This is an optimization exercise on Yosys and OpenROAD, whose aim is small area, not a production implementation.
The RTL was checked by simulation tests, not by an equivalence proof against the original design.
Power figures rest on the tool's default switching activity, not on a simulated workload.

## design/flow/run.sh

```bash
#!/bin/bash
# synth_recipe.tcl (not shown) runs the flow's synth.tcl, then flattens the netlist and writes it again
# the make line also repeats each setting of config.mk as NAME=value (left out here)
make -C /OpenROAD-flow-scripts/flow DESIGN_CONFIG=/design/flow/config.mk WORK_HOME=/design/flow/orfs CLKGATE_MAP_FILE= SYNTH_SCRIPT=/design/flow/synth_recipe.tcl finish
```

## design/flow/config.mk

```make
export PLATFORM = sky130hd
export DESIGN_NAME = indexed_insert_delete_array_top
export DESIGN_NICKNAME = indexed_insert_delete_array_top
export VERILOG_FILES = /design/flow/design.v
export SDC_FILE = /design/flow/constraint.sdc
export NUM_CORES = 4
export LEC_CHECK = 0
export CAP_MARGIN = 20
export CORE_MARGIN = 2
export CORE_UTILIZATION = 40
export SLEW_MARGIN = 20
```

## design/flow/constraint.sdc

```tcl
create_clock -name core_clock -period 5.0 [get_ports {i_clk}]
set_input_delay 1.0000 -clock core_clock [delete_from_list [all_inputs] [get_ports {i_clk}]]
set_output_delay 1.0000 -clock core_clock [all_outputs]
set_load 0.01 [all_outputs]
```

## design/flow/design.v

```verilog
package iida_pkg;
    localparam int DEPTH = 16;
    localparam int IDX_W = $clog2(DEPTH);
    localparam int CNT_W = 5;
    localparam int WORD_W = 32;
    typedef enum logic [2:0] {
        MODE_APPEND = 3'd0,
        MODE_INSERT = 3'd1,
        MODE_DELETE = 3'd2,
        MODE_DROP   = 3'd3,
        MODE_READ   = 3'd4
    } t_mode;
    typedef enum logic [1:0] {
        ST_OK    = 2'd0,
        ST_FULL  = 2'd1,
        ST_RANGE = 2'd2,
        ST_EMPTY = 2'd3
    } t_status;
endpackage
module iida_cell (
    input  logic                               i_clk,
    input  logic                               i_we,
    input  logic signed [iida_pkg::WORD_W-1:0] i_value,
    output logic signed [iida_pkg::WORD_W-1:0] o_word
);
    logic signed [iida_pkg::WORD_W-1:0] r_word;
    always_ff @(posedge i_clk) begin
        if (i_we) begin
            r_word <= i_value;
        end
    end
    assign o_word = r_word;
endmodule
module indexed_insert_delete_array_top (
    input  logic                               i_clk,
    input  logic                               i_rst_n,
    input  logic                               i_cfg_valid,
    output logic                               o_cfg_ready,
    input  logic [iida_pkg::CNT_W-1:0]         i_cfg_capacity_limit,
    input  logic                               i_in_valid,
    output logic                               o_in_ready,
    input  logic [2:0]                         i_mode,
    input  logic [iida_pkg::CNT_W-1:0]         i_position,
    input  logic signed [iida_pkg::WORD_W-1:0] i_value,
    output logic                               o_out_valid,
    input  logic                               i_out_ready,
    output logic [1:0]                         o_status,
    output logic signed [iida_pkg::WORD_W-1:0] o_read_word,
    output logic [iida_pkg::CNT_W-1:0]         o_entry_count
);
    localparam int D = iida_pkg::DEPTH;
    localparam int IW = iida_pkg::IDX_W;
    localparam int CW = iida_pkg::CNT_W;
    logic [IW-1:0]            r_cap_m1;
    logic [CW-1:0]            r_count;
    logic [CW-1:0]            n_count;
    logic                     r_out_valid;
    logic [1:0]               r_status;
    logic                     r_rd_ok;
    logic [IW-1:0]            r_rd_slot;
    logic                     accept;
    logic                     full;
    iida_pkg::t_status        status;
    logic                     rd_ok;
    logic                     ins;
    logic                     del;
    logic [IW-1:0]            ins_pos;
    logic [IW-1:0]            pos_slot;
    logic [IW-1:0]            r_perm [D];
    logic [IW-1:0]            n_perm [D];
    logic [D-1:0]             slot_we;
    logic signed [iida_pkg::WORD_W-1:0] slot_word [D];
    assign o_cfg_ready = 1'b1;
    assign o_in_ready  = !r_out_valid || i_out_ready;
    assign accept      = i_in_valid && o_in_ready;
    assign full = (r_count > CW'(r_cap_m1));
    always_comb begin
        status  = iida_pkg::ST_OK;
        n_count = r_count;
        rd_ok   = 1'b0;
        ins     = 1'b0;
        del     = 1'b0;
        unique case (i_mode)
            iida_pkg::MODE_APPEND: begin
                if (full) begin
                    status = iida_pkg::ST_FULL;
                end else begin
                    ins     = 1'b1;
                    n_count = r_count + CW'(1);
                end
            end
            iida_pkg::MODE_INSERT: begin
                if (i_position > r_count) begin
                    status = iida_pkg::ST_RANGE;
                end else if (full) begin
                    status = iida_pkg::ST_FULL;
                end else begin
                    ins     = 1'b1;
                    n_count = r_count + CW'(1);
                end
            end
            iida_pkg::MODE_DELETE: begin
                if (r_count == '0) begin
                    status = iida_pkg::ST_EMPTY;
                end else if (i_position >= r_count) begin
                    status = iida_pkg::ST_RANGE;
                end else begin
                    del     = 1'b1;
                    n_count = r_count - CW'(1);
                end
            end
            iida_pkg::MODE_DROP: begin
                if (r_count == '0) begin
                    status = iida_pkg::ST_EMPTY;
                end else begin
                    n_count = r_count - CW'(1);
                end
            end
            iida_pkg::MODE_READ: begin
                if (i_position >= r_count) begin
                    status = iida_pkg::ST_RANGE;
                end else begin
                    rd_ok = 1'b1;
                end
            end
            default: begin
            end
        endcase
    end
    assign ins_pos  = i_mode[0] ? i_position[IW-1:0] : r_count[IW-1:0];
    assign pos_slot = r_perm[i_position[IW-1:0]];
    always_comb begin
        for (int i = 0; i < D; i++) begin
            n_perm[i] = r_perm[i];
            if (ins) begin
                if (IW'(i) == ins_pos) begin
                    n_perm[i] = r_perm[D-1];
                end else if (IW'(i) > ins_pos) begin
                    n_perm[i] = r_perm[(i+D-1)%D];
                end
            end else if (del) begin
                if (i == D-1) begin
                    n_perm[i] = pos_slot;
                end else if (IW'(i) >= i_position[IW-1:0]) begin
                    n_perm[i] = r_perm[i+1];
                end
            end
        end
    end
    for (genvar g = 0; g < D; g++) begin : g_slot
        assign slot_we[g] = accept && ins && (r_perm[D-1] == IW'(g));
        iida_cell u_cell (
            .i_clk   (i_clk),
            .i_we    (slot_we[g]),
            .i_value (i_value),
            .o_word  (slot_word[g])
        );
    end
    always_ff @(posedge i_clk) begin
        if (!i_rst_n) begin
            r_cap_m1    <= IW'(D-1);
            r_count     <= '0;
            r_out_valid <= 1'b0;
            for (int i = 0; i < D; i++) begin
                r_perm[i] <= IW'(i);
            end
        end else begin
            if (i_cfg_valid) begin
                if (i_cfg_capacity_limit == '0) begin
                    r_cap_m1 <= '0;
                end else if (i_cfg_capacity_limit > CW'(D)) begin
                    r_cap_m1 <= IW'(D-1);
                end else begin
                    r_cap_m1 <= IW'(i_cfg_capacity_limit - CW'(1));
                end
            end
            if (accept) begin
                r_count     <= n_count;
                r_out_valid <= 1'b1;
                for (int i = 0; i < D; i++) begin
                    r_perm[i] <= n_perm[i];
                end
            end else if (i_out_ready) begin
                r_out_valid <= 1'b0;
            end
        end
    end
    always_ff @(posedge i_clk) begin
        if (accept) begin
            r_status  <= status;
            r_rd_ok   <= rd_ok;
            r_rd_slot <= pos_slot;
        end
    end
    assign o_out_valid   = r_out_valid;
    assign o_status      = r_status;
    assign o_read_word   = r_rd_ok ? slot_word[r_rd_slot] : '0;
    assign o_entry_count = r_count;
endmodule
```

==> qor_table.md, run 1 <==
| Parameter | Reported |
| --- | --- |
| Wire length of the first global-routing pass | 119600 µm |
| Leakage dissipation | 9.926 nW |
| Critical path class | flop to primary output |
| Clock tree from TritonCTS | built |
| Hold-fix buffers, CTS | 0 |
| Share of the synthesized area in the top cell type | 0.6216 |
| Antenna Violating Nets Remaining | 0 |
| DRT Pass-1 Iters | 6 |
| CP max FO | 8 |
| Post-route core utilization | 0.4811 |
| Post-synth EDFFs | 519 |
| Avg Synthesized Cell Area | 13.79 µm² |
| Level count of the clock H-tree | 3 |
| Site row count | 91 |
| Worst clock skew | 0.03086 ns |
| Maximum clock rate | 0.2056 GHz |
| Clock-pin transition on the worst setup and hold timing paths | 0.06 ns |
| Half-perimeter wire length of the detailed placement result | 50990 µm |
| Top_reg_cell synth | sky130_fd_sc_hd__edfxtp_1 |
| Share of cells above drive strength 1 | 0.1446 |
| All-Layer GR Usage | 0.2538 |
| Layout overhead on the synthesized area | 18.63% |
| Die X-Extent | 254.4 µm |
| IO buf count | 90 |
| Wire length per cell after detailed routing | 28.96 µm |
| Accumulated negative setup slack | 0 ns |
| Setup crit start kind | flop |
| Dominant cell type by area after synthesis | sky130_fd_sc_hd__edfxtp_1 |
| Syn Std Cell Area | 25070 µm² |
| Peak VDD IR | 0.0002342 V |
| Die outline area | 64700 µm² |
| Clock net sink count | 593 |
| Final count of pins violating max slew | 0 |
| Number of buffers added by the clock tree synthesis step | 66 |
| Sort of element at the end of the critical path | primary output |
| Arrival time reported for the critical path endpoint | 3.86 ns |
| Class of the tightest hold or removal check | flop to flop |
| Final critical-path setup slack | 0.1369 ns |
| Worst-case clock buffer depth | 3 |
| Detailed-route wire length | 82140 µm |
| Outcome | timing/DRC/antenna clean |
| Required arrival time at the worst endpoint | 4.00 ns |
| Unique masters post-synth | 90 |
| Final weighted congestion in routability-driven placement | 0.9209 |
| Maximum number of pins on one net before global-route repair | 42 |
| Number of antenna violations at the first check in global routing | 1 |
| Vias | 17840 |
| Setup slack after placement | 0.6780 ns |
| Number of buffers inserted by post-CTS setup repair | 0 |
| Slew Limit Headroom | 0.3454 |
| YS warnings | 7 |
| Top-Level Pins | 92 |
| Worst-margin pin slew | 0.9819 ns |
| Number of hold violations in the final report | 0 |
| Async set-reset flop share out of synthesis | 0 |
| Main area contributors after synthesis | sky130_fd_sc_hd__edfxtp_1 62%, sky130_fd_sc_hd__dfxtp_1 5.9%, sky130_fd_sc_hd__a22oi_1 3.2%, sky130_fd_sc_hd__mux2i_1 2.2%, sky130_fd_sc_hd__o21ai_0 1.6% |
| Flops & latches, synth | 593 |
| Number of global-route vias before repair | 17427 |
| Max Cap Viol | 0 |
| RSZ-0062 raised after global routing | no |
| Sequential element share of the synthesized area | 0.6807 |
| Gate Count Post-Synth | 1818 |
| Via density per instance | 6.291 |
| Post-layout min period | 4.863 ns |
| Clk latency of the worst-skew pair | 0.61 ns |
| Die Y-Extent | 254.4 µm |
| Power per Cell Area | 384.5 nW/µm² |
| Core box area | 61830 µm² |
| Share of the clock period used by the worst path | 0.9726 |
| NumNets Final | 2015 |
| Net count after synthesis | 1882 |
| Root cell of the clock tree | sky130_fd_sc_hd__clkbuf_16 |
| Number of failing setup endpoints in the final timing report | 0 |
| Starting utilization of the core area | 0.4055 |
| Resize count post-CTS | 0 |
| GRT overflow | 0 |
| Number of remaining DRC errors | 0 |
| Drt initial violations | 2202 |
-- Yosys cell counts (36+ instances only) --
cell,number
sky130_fd_sc_hd__nand3_1,50
sky130_fd_sc_hd__inv_1,39
sky130_fd_sc_hd__dfxtp_1,74
sky130_fd_sc_hd__a22o_1,41
sky130_fd_sc_hd__o21ai_0,82
sky130_fd_sc_hd__nor2_1,109
sky130_fd_sc_hd__a21oi_1,74
sky130_fd_sc_hd__mux2i_1,55
sky130_fd_sc_hd__edfxtp_1,519
sky130_fd_sc_hd__a22oi_1,107
sky130_fd_sc_hd__mux2_2,36
sky130_fd_sc_hd__nand2_1,83
sky130_fd_sc_hd__clkbuf_1,73
-- placed cells by master (no fill, tap or decap), drive strengths merged, types with 9 or more instances in the layout --
master / netlist / routed
a211oi: 12 / 12
a21oi: 75 / 75
a221oi: 35 / 35
a222oi: 20 / 20
a22o: 41 / 41
a22oi: 107 / 107
a31oi: 33 / 33
a32o: 9 / 9
a32oi: 9 / 9
and3: 14 / 14
buf: 46 / 95
clkbuf: 73 / 79
clkdlybuf4s50: 0 / 89
clkinv: 1 / 25
dfxtp: 74 / 74
edfxtp: 519 / 519
ha: 13 / 13
inv: 39 / 42
mux2: 36 / 36
mux2i: 55 / 55
nand2: 83 / 83
nand2b: 15 / 15
nand3: 50 / 50
nand4: 16 / 16
nor2: 110 / 110
nor2b: 16 / 16
nor3: 34 / 34
o2111ai: 16 / 16
o211ai: 15 / 15
o21ai: 84 / 84
o221ai: 16 / 16
o22ai: 24 / 24
-- layout make-up --
class / instances / area [µm²]
Antenna cell: 1 / 2.502
Clock buffer: 79 / 1773
Clock inverter: 36 / 409.1
Fill cell: 5335 / 32080
Inverter: 40 / 150.1
Multi-Input combinational cell: 1066 / 7543
Sequential cell: 593 / 17070
Tap cell: 837 / 1047
Timing Repair Buffer: 184 / 1752
-- per-layer routing --
metal  vias to the layer above  global-route usage  routed length, µm
li1                       7625                   -                  -
met1                      9006              0.3618              33910
met2                      1053              0.3948              37490
met3                       156             0.04685               8525
met4                         0             0.07866               2217
met5                         -                   0                  0
-- stage by stage --
| step | area, µm² | std cells | hold WS (ns) | power (mW) |
|---|---|---|---|---|
| after floorplan | 25090 | 1818 | 0.4568 | 6.101 |
| after global placement | 27560 | 2720 | 0.4805 | 6.586 |
| after detailed placement | 27560 | 2720 | 0.4982 | 6.597 |
| after CTS | 29740 | 2835 | 0.5052 | 11.47 |
| after global routing | 29740 | 2836 | 0.5198 | 11.73 |
| final | 29740 | 2836 | 0.5067 | 11.44 |
-- worst max-delay path, cell delays in order (launching register included) --
cell and delay, ns:
sky130_fd_sc_hd__edfxtp_1 0.50, sky130_fd_sc_hd__buf_4 0.23, sky130_fd_sc_hd__or2_2 0.33, sky130_fd_sc_hd__nor2_2 0.71, sky130_fd_sc_hd__buf_4 0.27, sky130_fd_sc_hd__a22o_1 0.15, sky130_fd_sc_hd__a221oi_1 0.05, sky130_fd_sc_hd__a31oi_1 0.40
sky130_fd_sc_hd__clkdlybuf4s50_1 0.62
-- registers in the layout (all words and copies together), names as in the netlist --
signal / cells
r_perm: 64
r_status: 2
r_out_valid: 1
r_rd_ok: 1
r_count: 5
r_cap_m1: 4
g_slot.u_cell.r_word: 512
r_rd_slot: 4
-- power breakdown --
group | total (mW) | switching, mW | internal, mW
Combinational | 1.05 | 0.677 | 0.369
Sequential | 5.47 | 0.0487 | 5.42
Clock | 4.92 | 1.97 | 2.95
Total | 11.4 | 2.70 | 8.74
-- worst paths after layout --
check | slack [ns] | start | to | cells after the start
setup reg to reg | 1.28 | r_count[4]$_SDFFE_PN0P_ | g_slot[4].u_cell.r_word[13]$_DFFE_PP_ | 9
setup / recovery | 0.14 | r_rd_slot[0]$_DFFE_PP_ | o_read_word[27] | 8
hold reg to reg | 0.51 | r_perm[1][1]$_SDFFE_PN0P_ | r_perm[1][1]$_SDFFE_PN0P_ | 2
hold / removal | 0.51 | r_perm[1][1]$_SDFFE_PN0P_ | r_perm[1][1]$_SDFFE_PN0P_ | 2
-- logic make-up (layout without fill, tap and decap cells) --
family | after synthesis | count (layout) | share of synthesized area
flip-flops | 593 | 593 | 0.6807
AND/OR/NAND/NOR | 392 | 392 | 0.07870
buffers and inverters | 159 | 339 | 0.02660
adder cells (fa/ha/maj) | 14 | 14 | 0.007286
AO/OA/AOI/OAI | 563 | 563 | 0.1662
multiplexers | 92 | 92 | 0.03902
other | 1 | 2 | 0.0001496
XOR/XNOR | 4 | 4 | 0.001398
==> run 2: changes to the inputs <==
--- a/design/flow/design.v
+++ b/design/flow/design.v
@@ -57,6 +57,5 @@
     logic                     r_out_valid;
     logic [1:0]               r_status;
-    logic                     r_rd_ok;
-    logic [IW-1:0]            r_rd_slot;
+    logic [D-1:0]             r_rd_sel;
     logic                     accept;
     logic                     full;
@@ -65,5 +64,8 @@
     logic                     ins;
     logic                     del;
-    logic [IW-1:0]            ins_pos;
+    logic [IW-1:0]            op_pos;
+    logic [D-1:0]             at_pos;
+    logic [D-1:0]             from_pos;
+    logic [D-1:0]             perm_en;
     logic [IW-1:0]            pos_slot;
     logic [IW-1:0]            r_perm [D];
@@ -128,21 +130,34 @@
         endcase
     end
-    assign ins_pos  = i_mode[0] ? i_position[IW-1:0] : r_count[IW-1:0];
+    assign op_pos   = (i_mode[0] || i_mode[1]) ? i_position[IW-1:0] : r_count[IW-1:0];
     assign pos_slot = r_perm[i_position[IW-1:0]];
     always_comb begin
         for (int i = 0; i < D; i++) begin
-            n_perm[i] = r_perm[i];
-            if (ins) begin
-                if (IW'(i) == ins_pos) begin
-                    n_perm[i] = r_perm[D-1];
-                end else if (IW'(i) > ins_pos) begin
-                    n_perm[i] = r_perm[(i+D-1)%D];
-                end
-            end else if (del) begin
-                if (i == D-1) begin
-                    n_perm[i] = pos_slot;
-                end else if (IW'(i) >= i_position[IW-1:0]) begin
-                    n_perm[i] = r_perm[i+1];
-                end
+            at_pos[i] = (op_pos == IW'(i));
+            if (i == 0) begin
+                from_pos[i] = at_pos[i];
+            end else begin
+                from_pos[i] = from_pos[i-1] || at_pos[i];
+            end
+        end
+    end
+    always_comb begin
+        for (int i = 0; i < D; i++) begin
+            if (!i_rst_n) begin
+                n_perm[i] = IW'(i);
+            end else if (ins) begin
+                n_perm[i] = at_pos[i] ? r_perm[D-1] : r_perm[(i+D-1)%D];
+            end else if (i == D-1) begin
+                n_perm[i] = pos_slot;
+            end else begin
+                n_perm[i] = r_perm[(i+1)%D];
+            end
+            perm_en[i] = !i_rst_n || (accept && (ins || del) && from_pos[i]);
+        end
+    end
+    always_ff @(posedge i_clk) begin
+        for (int i = 0; i < D; i++) begin
+            if (perm_en[i]) begin
+                r_perm[i] <= n_perm[i];
             end
         end
@@ -162,7 +177,4 @@
             r_count     <= '0;
             r_out_valid <= 1'b0;
-            for (int i = 0; i < D; i++) begin
-                r_perm[i] <= IW'(i);
-            end
         end else begin
             if (i_cfg_valid) begin
@@ -178,7 +190,4 @@
                 r_count     <= n_count;
                 r_out_valid <= 1'b1;
-                for (int i = 0; i < D; i++) begin
-                    r_perm[i] <= n_perm[i];
-                end
             end else if (i_out_ready) begin
                 r_out_valid <= 1'b0;
@@ -189,11 +198,17 @@
         if (accept) begin
             r_status  <= status;
-            r_rd_ok   <= rd_ok;
-            r_rd_slot <= pos_slot;
+            for (int i = 0; i < D; i++) begin
+                r_rd_sel[i] <= rd_ok && (pos_slot == IW'(i));
+            end
         end
     end
     assign o_out_valid   = r_out_valid;
     assign o_status      = r_status;
-    assign o_read_word   = r_rd_ok ? slot_word[r_rd_slot] : '0;
+    always_comb begin
+        o_read_word = '0;
+        for (int i = 0; i < D; i++) begin
+            o_read_word = o_read_word | (slot_word[i] & {iida_pkg::WORD_W{r_rd_sel[i]}});
+        end
+    end
     assign o_entry_count = r_count;
 endmodule
--- a/design/flow/config.mk
+++ b/design/flow/config.mk
@@ -8,4 +8,6 @@
 export CAP_MARGIN = 20
 export CORE_MARGIN = 2
-export CORE_UTILIZATION = 40
+export CORE_UTILIZATION = 70
+export CTS_BUF_LIST = sky130_fd_sc_hd__clkbuf_4
+export PLACE_DENSITY = 0.8
 export SLEW_MARGIN = 20
==> run 2 against run 1 <==
Compared with the run above:
- still clean
- critical path depth down 3
- hold slack worse by 0.019 ns
- synthesized area down 2.4%
- clock power down 21%
- worst setup slack better by 0.33 ns
- maximum frequency up 7.2%
- register-to-register slack about the same
- clock skew up 0.014 ns
- synthesized cell count down 14%
- total power down 9.4%
- critical path type unchanged
- highest routed layer unchanged
==> qor_table.md, run 2 <==
| Parameter | Reported |
| --- | --- |
| Registers with the most flip-flops | g_slot.u_cell.r_word: 512 flops, r_perm: 64 flops, r_rd_sel: 16 flops |
| Vias | 16443 |
| Main area contributors after synthesis | sky130_fd_sc_hd__edfxtp_1 73%, sky130_fd_sc_hd__a22o_1 4.6%, sky130_fd_sc_hd__a221oi_1 4.6%, sky130_fd_sc_hd__nand2_1 1.7%, sky130_fd_sc_hd__clkbuf_1 1.2% |
| Leakage dissipation | 9.462 nW |
| Reg2Reg Launch Point | r_count[4]$_SDFFE_PN0P_ |
| All-Layer GR Usage | 0.3757 |
| RSZ-0062 raised after global routing | no |
| Number of buffers inserted by post-CTS setup repair | 0 |
| Required arrival time at the worst endpoint | 4.00 ns |
| Slew Limit Headroom | 0.1699 |
| Mux contribution to synthesized area | 0.01288 |
| Root cell of the clock tree | sky130_fd_sc_hd__clkbuf_4 |
| Top-Level Pins | 92 |
| Antenna Violating Nets Remaining | 0 |
| Worst hold path startpoint | r_cap_m1[2]$_SDFFE_PN1P_ |
| Async set-reset flop share out of synthesis | 0 |
| Wire length per cell after detailed routing | 29.35 µm |
| Maximum number of pins on one net before global-route repair | 63 |
| Total chip power | 10.36 mW |
| Accumulated negative setup slack | 0 ns |
| Main combinational cell family by area after synthesis | compound AO/OA/AOI/OAI gates |
| Number of antenna violations at the first check in global routing | 1 |
| Worst clock skew | 0.04516 ns |
| Number of remaining DRC errors | 0 |
| Most frequent cells in the layout | 594 x sky130_fd_sc_hd__edfxtp_1, 208 x sky130_fd_sc_hd__clkbuf_4, 129 x sky130_fd_sc_hd__a22o_1 |
| Largest register by flop count | g_slot.u_cell.r_word |
| Share of the synthesized area in the top cell type | 0.7286 |
| Critical path class | flop to primary output |
| Post-synth EDFFs | 594 |
| Flops & latches, synth | 604 |
| Worst-margin pin slew | 1.245 ns |
| Outcome | timing/DRC/antenna clean |
| Share of the clock period used by the worst path | 0.9072 |
| NumNets Final | 1801 |
| Number of failing setup endpoints in the final timing report | 0 |
| Sort of element at the end of the critical path | primary output |
| Net count after synthesis | 1620 |
| Level count of the clock H-tree | 4 |
| Worst R2R End | g_slot[8].u_cell.r_word[25]$_DFFE_PP_ |
| Clock net sink count | 604 |
| Arrival time reported for the critical path endpoint | 3.54 ns |
| Worst-case clock buffer depth | 3 |
| Site row count | 68 |
| Fraction of synthesized cell area in xor and xnor cells | 0.001073 |
| Placed instance count | 2043 |
| Number of cells on the worst hold path | 2 |
| Half-perimeter wire length of the detailed placement result | 37090 µm |
| Sequential element share of the synthesized area | 0.7368 |
| Most common library cell in the layout ignoring fill and taps | sky130_fd_sc_hd__edfxtp_1 |
| CP max FO | 24 |
| Clock tree from TritonCTS | built |
| IO buf count | 90 |
| Setup crit start kind | flop |
| Top_reg_cell synth | sky130_fd_sc_hd__edfxtp_1 |
| Commonest cells in the synthesized netlist | 594 x sky130_fd_sc_hd__edfxtp_1, 129 x sky130_fd_sc_hd__a22o_1, 128 x sky130_fd_sc_hd__a221oi_1 |
| Avg Synthesized Cell Area | 15.73 µm² |
| Syn Std Cell Area | 24480 µm² |
| Clk latency of the worst-skew pair | 0.86 ns |
| Layout overhead on the synthesized area | 13.59% |
| Drt initial violations | 2292 |
| Final weighted congestion in routability-driven placement | 0.9545 |
| Post-route insts no fill | 2277 |
| Resize count post-CTS | 0 |
| Gate Count Post-Synth | 1556 |
| Dominant cell type by area after synthesis | sky130_fd_sc_hd__edfxtp_1 |
| Setup slack after placement | 0.6097 ns |
| Register-to-Register Setup Slack | 1.28 ns |
| Adder-cell share of the synthesized area | 0.007462 |
| Flip-flop count of the largest register, all copies and words added | 512 |
| Hold-fix buffers, CTS | 0 |
| Number of buffers added by the clock tree synthesis step | 147 |
| Compound-cell area share of the yosys netlist | 0.1510 |
| Clock-pin transition on the worst setup and hold timing paths | 0.07 ns |
| Via density per instance | 7.221 |
| Number of global-route vias before repair | 16457 |
| Final critical-path setup slack | 0.4640 ns |
| Synthesized-area fraction occupied by and/or/nand/nor cells | 0.06762 |
| Power per Cell Area | 372.7 nW/µm² |
| Hold Path End | r_cap_m1[2]$_SDFFE_PN1P_ |
| Number of hold violations in the final report | 0 |
| GRT overflow | 0 |
| Detailed-route wire length | 66830 µm |
| Class of the tightest hold or removal check | flop to flop |
| DRT Pass-1 Iters | 6 |
| YS warnings | 7 |
| Unique masters post-synth | 80 |
| Share of cells above drive strength 1 | 0.1708 |
| Core box area | 34460 µm² |
| Post-layout min period | 4.536 ns |
| Peak VDD IR | 0.0002173 V |
| Die outline area | 36480 µm² |
| Reg2Reg Depth | 9 |
| Final count of pins violating max slew | 0 |
| Die X-Extent | 191.0 µm |
| Starting utilization of the core area | 0.7104 |
| Maximum clock rate | 0.2205 GHz |
| Max Cap Viol | 0 |
| Library cell with the highest instance count after synthesis | sky130_fd_sc_hd__edfxtp_1 |
| Wire length of the first global-routing pass | 99160 µm |
| Die Y-Extent | 191.0 µm |
[run 2: changes by cell type after synthesis, moves of 35 or more]
cell,delta
sky130_fd_sc_hd__a21oi_1,-35
sky130_fd_sc_hd__mux2_2,-35
sky130_fd_sc_hd__a22oi_1,-105
sky130_fd_sc_hd__edfxtp_1,+75
sky130_fd_sc_hd__o21ai_0,-59
sky130_fd_sc_hd__a22o_1,+88
sky130_fd_sc_hd__dfxtp_1,-64
sky130_fd_sc_hd__nor2_1,-60
sky130_fd_sc_hd__a221oi_1,+93
[run 2: how the worst max path moves through the flow]
stage,end,from,slack [ns]
floorplan,g_slot[10].u_cell.r_word[0]$_DFFE_PP_,i_position[0],0.41
global placement,g_slot[8].u_cell.r_word[10]$_DFFE_PP_,i_position[0],0.66
detailed placement,g_slot[8].u_cell.r_word[10]$_DFFE_PP_,i_position[3],0.61
CTS,o_read_word[18],r_rd_sel[0]$_DFFE_PP_,0.40
global route,o_read_word[18],r_rd_sel[0]$_DFFE_PP_,0.46
finish,o_read_word[18],r_rd_sel[0]$_DFFE_PP_,0.46
[run 2: area by class of cell]
type	count	area (µm²)
sequential	604	18040
fill	1858	6653
multi-input combinational	818	6017
clock buffer	208	1562
timing repair buffer	144	1376
tap	455	569.3
clock inverter	25	158.9
inverter	22	82.58
antenna	1	2.502
[run 2: metal layers]
layer	global-route usage	part of all wire
met4	0.1965	0.045
met2	0.6019	0.49
met5	0	0
met1	0.4904	0.34
met3	0.07986	0.12
[run 2: kinds of logic (layout without fill, tap and decap cells)]
| kind of cell | count (synthesis) | count (layout) |
|---|---|---|
| simple gates | 321 | 321 |
| mux | 30 | 30 |
| xor+xnor | 3 | 3 |
| fa+ha+maj | 14 | 14 |
| compound gates | 449 | 449 |
| other cells | 1 | 2 |
| flops | 604 | 604 |
| buf+inv | 134 | 399 |
[run 2: report_power, final]
part / leakage (nW) / total [mW] / internal (mW) / switching, mW
registers: 5.48 / 5.76 / 5.65 / 0.106
clock network: 1.03 / 3.89 / 1.99 / 1.90
logic: 2.96 / 0.715 / 0.252 / 0.463
total: 9.46 / 10.4 / 7.90 / 2.46
[run 2: critical path: stages, from the launching register on]
cell and delay, ns:
sky130_fd_sc_hd__edfxtp_1 0.88, sky130_fd_sc_hd__buf_4 0.43, sky130_fd_sc_hd__a22o_1 0.22, sky130_fd_sc_hd__a221oi_1 0.47, sky130_fd_sc_hd__nand4_1 0.16, sky130_fd_sc_hd__clkdlybuf4s50_1 0.53
[run 2: metrics by stage]
stage,util,area [µm²],hold slack [ns]
3_5_place_dp,0.7569,26080,0.4686
3_3_place_gp,0.7569,26080,0.4688
6_report,0.8069,27810,0.4878
4_1_cts,0.8069,27800,0.4872
2_1_floorplan,-,24490,0.4442
5_1_grt,0.8069,27810,0.5065
==> run 3: changes to the inputs <==
--- a/design/flow/config.mk
+++ b/design/flow/config.mk
@@ -8,6 +8,4 @@
 export CAP_MARGIN = 20
 export CORE_MARGIN = 2
-export CORE_UTILIZATION = 70
-export CTS_BUF_LIST = sky130_fd_sc_hd__clkbuf_4
-export PLACE_DENSITY = 0.8
+export CORE_UTILIZATION = 40
 export SLEW_MARGIN = 20
==> run 3 against run 2 <==
Compared with the run above:
- combinational power up 1%
- hold slack better by 0.031 ns
- largest cell class unchanged
- via count down 8.2%
- clock skew about the same
- first-iteration DRC count down 39%
- worst setup slack better by 0.35 ns
- global-route usage down 17 points
- sequential share of layout area down 1.5 points
- final cell count up 9.0%
- clock power up 9.5%
- still clean on timing, DRC and antenna
==> qor_table.md, run 3 <==
| Parameter | Reported |
| --- | --- |
| Hold-fix buffers, CTS | 0 |
| Number of buffers added by the clock tree synthesis step | 60 |
| Starting utilization of the core area | 0.4048 |
| Net count after synthesis | 1620 |
| Maximum number of pins on one net before global-route repair | 60 |
| Die X-Extent | 251.4 µm |
| Worst clock skew | 0.04526 ns |
| Syn Std Cell Area | 24480 µm² |
| Antenna Violating Nets Remaining | 0 |
| Leakage dissipation | 9.370 nW |
| Post-layout min period | 4.191 ns |
| Outcome | timing/DRC/antenna clean |
| Die outline area | 63190 µm² |
| Wire length per cell after detailed routing | 26.76 µm |
| Detailed-route wire length | 66380 µm |
| Final weighted congestion in routability-driven placement | 0.9013 |
| Drt initial violations | 1399 |
| Number of global-route vias before repair | 15085 |
| Most common library cell in the layout ignoring fill and taps | sky130_fd_sc_hd__edfxtp_1 |
| Max Cap Viol | 0 |
| Number of antenna violations at the first check in global routing | 1 |
| Clock tree from TritonCTS | built |
| Share of the synthesized area in the top cell type | 0.7286 |
| Total buffers and inverters traversed by the critical path | 2 |
| GRT overflow | 0 |
| CP max FO | 18 |
| Clk latency of the worst-skew pair | 0.63 ns |
| Final count of pins violating max slew | 0 |
| Layout Cell Area excl Fill | 28460 µm² |
| Class of the tightest hold or removal check | flop to flop |
| Resize count post-CTS | 0 |
| Level count of the clock H-tree | 2 |
| Share of the clock period used by the worst path | 0.8382 |
| Wire length of the first global-routing pass | 98000 µm |
| Async set-reset flop share out of synthesis | 0 |
| Worst-case clock buffer depth | 3 |
| Sum of met2 wire segment lengths after detailed routing | 32570 µm |
| Via density per instance | 6.083 |
| Met3 wirelength from detailed routing | 4842 µm |
| Core box area | 60470 µm² |
| Peak VDD IR | 0.0002870 V |
| Sequential element share of the synthesized area | 0.7368 |
| Dominant cell type by area after synthesis | sky130_fd_sc_hd__edfxtp_1 |
| Crit path max-delay family | buffers and inverters |
| Library cell with the highest instance count after synthesis | sky130_fd_sc_hd__edfxtp_1 |
| Arrival time reported for the critical path endpoint | 3.19 ns |
| Flops & latches, synth | 604 |
| IO buf count | 90 |
| YS warnings | 7 |
| Final-layout worst hold slack | 0.5186 ns |
| All-Layer GR Usage | 0.2082 |
| Clock net sink count | 604 |
| Post-synth EDFFs | 594 |
| Unique masters post-synth | 80 |
| Maximum clock rate | 0.2386 GHz |
| Setup slack after placement | 0.5710 ns |
| Number of hold violations in the final report | 0 |
| Gate Count Post-Synth | 1556 |
| Commonest cells in the synthesized netlist | 594 x sky130_fd_sc_hd__edfxtp_1, 129 x sky130_fd_sc_hd__a22o_1, 128 x sky130_fd_sc_hd__a221oi_1 |
| Root cell of the clock tree | sky130_fd_sc_hd__clkbuf_16 |
| Cell Chain, Critical Path | buf_4, a221oi_1, nand4_1, clkdlybuf4s50_1 |
| Top_reg_cell synth | sky130_fd_sc_hd__edfxtp_1 |
| Antenna cells | 0 |
| Power per Cell Area | 377.2 nW/µm² |
| Largest incremental delay on the critical path | 0.84 ns |
| Slew Limit Headroom | 0.2413 |
| Site row count | 90 |
| RSZ-0062 raised after global routing | no |
| Clock-pin transition on the worst setup and hold timing paths | 0.06 ns |
| Avg Synthesized Cell Area | 15.73 µm² |
| Die Y-Extent | 251.4 µm |
| DRT Pass-1 Iters | 5 |
| Worst-margin pin slew | 1.138 ns |
| Main area contributors after synthesis | sky130_fd_sc_hd__edfxtp_1 73%, sky130_fd_sc_hd__a22o_1 4.6%, sky130_fd_sc_hd__a221oi_1 4.6%, sky130_fd_sc_hd__nand2_1 1.7%, sky130_fd_sc_hd__clkbuf_1 1.2% |
| Largest register by flop count | g_slot.u_cell.r_word |
| Flip-flop count of the largest register, all copies and words added | 512 |
| Critical path class | flop to primary output |
| Cell at the slowest stage of the critical path | sky130_fd_sc_hd__edfxtp_1 |
| Number of remaining DRC errors | 0 |
| Half-perimeter wire length of the detailed placement result | 38210 µm |
| Vias | 15093 |
| Routed met1 length | 27360 µm |
| Share of cells above drive strength 1 | 0.1048 |
| Most frequent cells in the layout | 594 x sky130_fd_sc_hd__edfxtp_1, 129 x sky130_fd_sc_hd__a22o_1, 128 x sky130_fd_sc_hd__a221oi_1 |
| Placed standard-cell area | 26600 µm² |
| Number of buffers inserted by post-CTS setup repair | 0 |
| Number of failing setup endpoints in the final timing report | 0 |
| Layout overhead on the synthesized area | 16.26% |
| Final critical-path setup slack | 0.8091 ns |
| Sort of element at the end of the critical path | primary output |
| Accumulated negative setup slack | 0 ns |
| Setup crit start kind | flop |
| Top sig layer | met5 |
| Required arrival time at the worst endpoint | 4.00 ns |
| Top-Level Pins | 92 |
| Registers with the most flip-flops | g_slot.u_cell.r_word: 512 flops, r_perm: 64 flops, r_rd_sel: 16 flops |
| NumNets Final | 1722 |
[run 3: cell counts after synthesis]
No cell type changed its count.
[run 3: layout make-up]
type / instances / area (µm²)
Tap cell: 782 / 978.4
Multi-Input combinational cell: 818 / 6017
Timing Repair Buffer: 152 / 1486
Inverter: 22 / 82.58
Fill cell: 5064 / 32010
Clock buffer: 76 / 1562
Clock inverter: 27 / 297.8
Sequential cell: 604 / 18040
[run 3: report_power, final]
group	internal (mW)	total, mW	leakage [nW]	switching, mW
logic	0.257	0.723	3.01	0.466
registers	5.66	5.75	5.48	0.0936
clock network	2.41	4.26	0.886	1.85
total	8.32	10.7	9.37	2.41
[run 3: per-stage QoR]
| step | total power [mW] | utilization | std cells |
|---|---|---|---|
| global placement | 6.562 | 0.4399 | 2378 |
| CTS | 10.82 | 0.4707 | 2481 |
| finish | 10.73 | 0.4707 | 2481 |
| global route | 11.07 | 0.4707 | 2481 |
| detailed placement | 6.575 | 0.4399 | 2378 |
| floorplan | 6.230 | - | 1556 |
[run 3: final timing paths]
path | start | endpoint | slack [ns] | cells after the start
worst max-delay path | r_rd_sel[5]$_DFFE_PP_ | o_read_word[11] | 0.81 | 4
worst min-delay path | r_cap_m1[2]$_SDFFE_PN1P_ | r_cap_m1[2]$_SDFFE_PN1P_ | 0.52 | 2
worst max register to register | r_count[1]$_SDFFE_PN0P_ | g_slot[5].u_cell.r_word[14]$_DFFE_PP_ | 1.22 | 9
worst min register to register | r_cap_m1[2]$_SDFFE_PN1P_ | r_cap_m1[2]$_SDFFE_PN1P_ | 0.52 | 2
[run 3: kinds of logic after synthesis]
kind of cell               share of synthesized area
muxes                                        0.01288
adders and majority gates                   0.007463
buffers and inverters                        0.02295
and+or+nand+nor                              0.06762
AOI/OAI and AO/OA                             0.1510
xor gates and xnor gates                    0.001074
other                                      0.0001532
DFF                                           0.7368
[run 3: worst register-to-register path, stage by stage (launching register included)]
cell                      delay (ns)
sky130_fd_sc_hd__dfxtp_1        0.61
sky130_fd_sc_hd__inv_1          0.18
sky130_fd_sc_hd__ha_1           0.32
sky130_fd_sc_hd__nand4_1        0.23
sky130_fd_sc_hd__o21ai_2        0.23
sky130_fd_sc_hd__a22oi_2        0.16
sky130_fd_sc_hd__nor3_2         0.37
sky130_fd_sc_hd__nand4_1        0.47
sky130_fd_sc_hd__nor3_4         0.27
sky130_fd_sc_hd__buf_4          0.53
[run 3: layer usage]
metal	global-route usage	up-vias
met2	0.3499	661
met5	0	-
met3	0.03324	125
met1	0.2814	7680
met4	0.05697	2
li1	-	6625

## port drivers added, routing unchanged
The flow's constraints put no driver on any port. The routed layouts listed below were extracted and timed again, unchanged, in two steps. Step 1 sets driving cells, clkbuf_16 on the clock port and buf_2 on the other inputs (assumed; they add their load-dependent delay and slew). Step 2 adds t to the input delays and takes it off the output delays; t is the mean of the earliest and latest rising clock arrival at the registers after step 1. Input paths then give back, and output paths get back, about the clock's delay inside the block. Three values: ideal, step 1, step 2; two values: the first two.
| run | shift t [ns] | slack for setup (ns) | slew at the worst register clock pin (ns) |
|---|---|---|---|
| run 1 | 0.659 | 0.137 / 0.074 / 0.674 | 0.07 / 0.07 |
| run 2 | 0.887 | 0.464 / 0.412 / 0.580 | 0.08 / 0.08 |
| run 3 | 0.674 | 0.809 / 0.751 / 0.552 | 0.06 / 0.06 |
After both steps setup and hold are still met in every run listed. For run 3, which loses most, drivers alone change the setup slack by -0.058 ns; drivers and shift together by -0.257 ns.
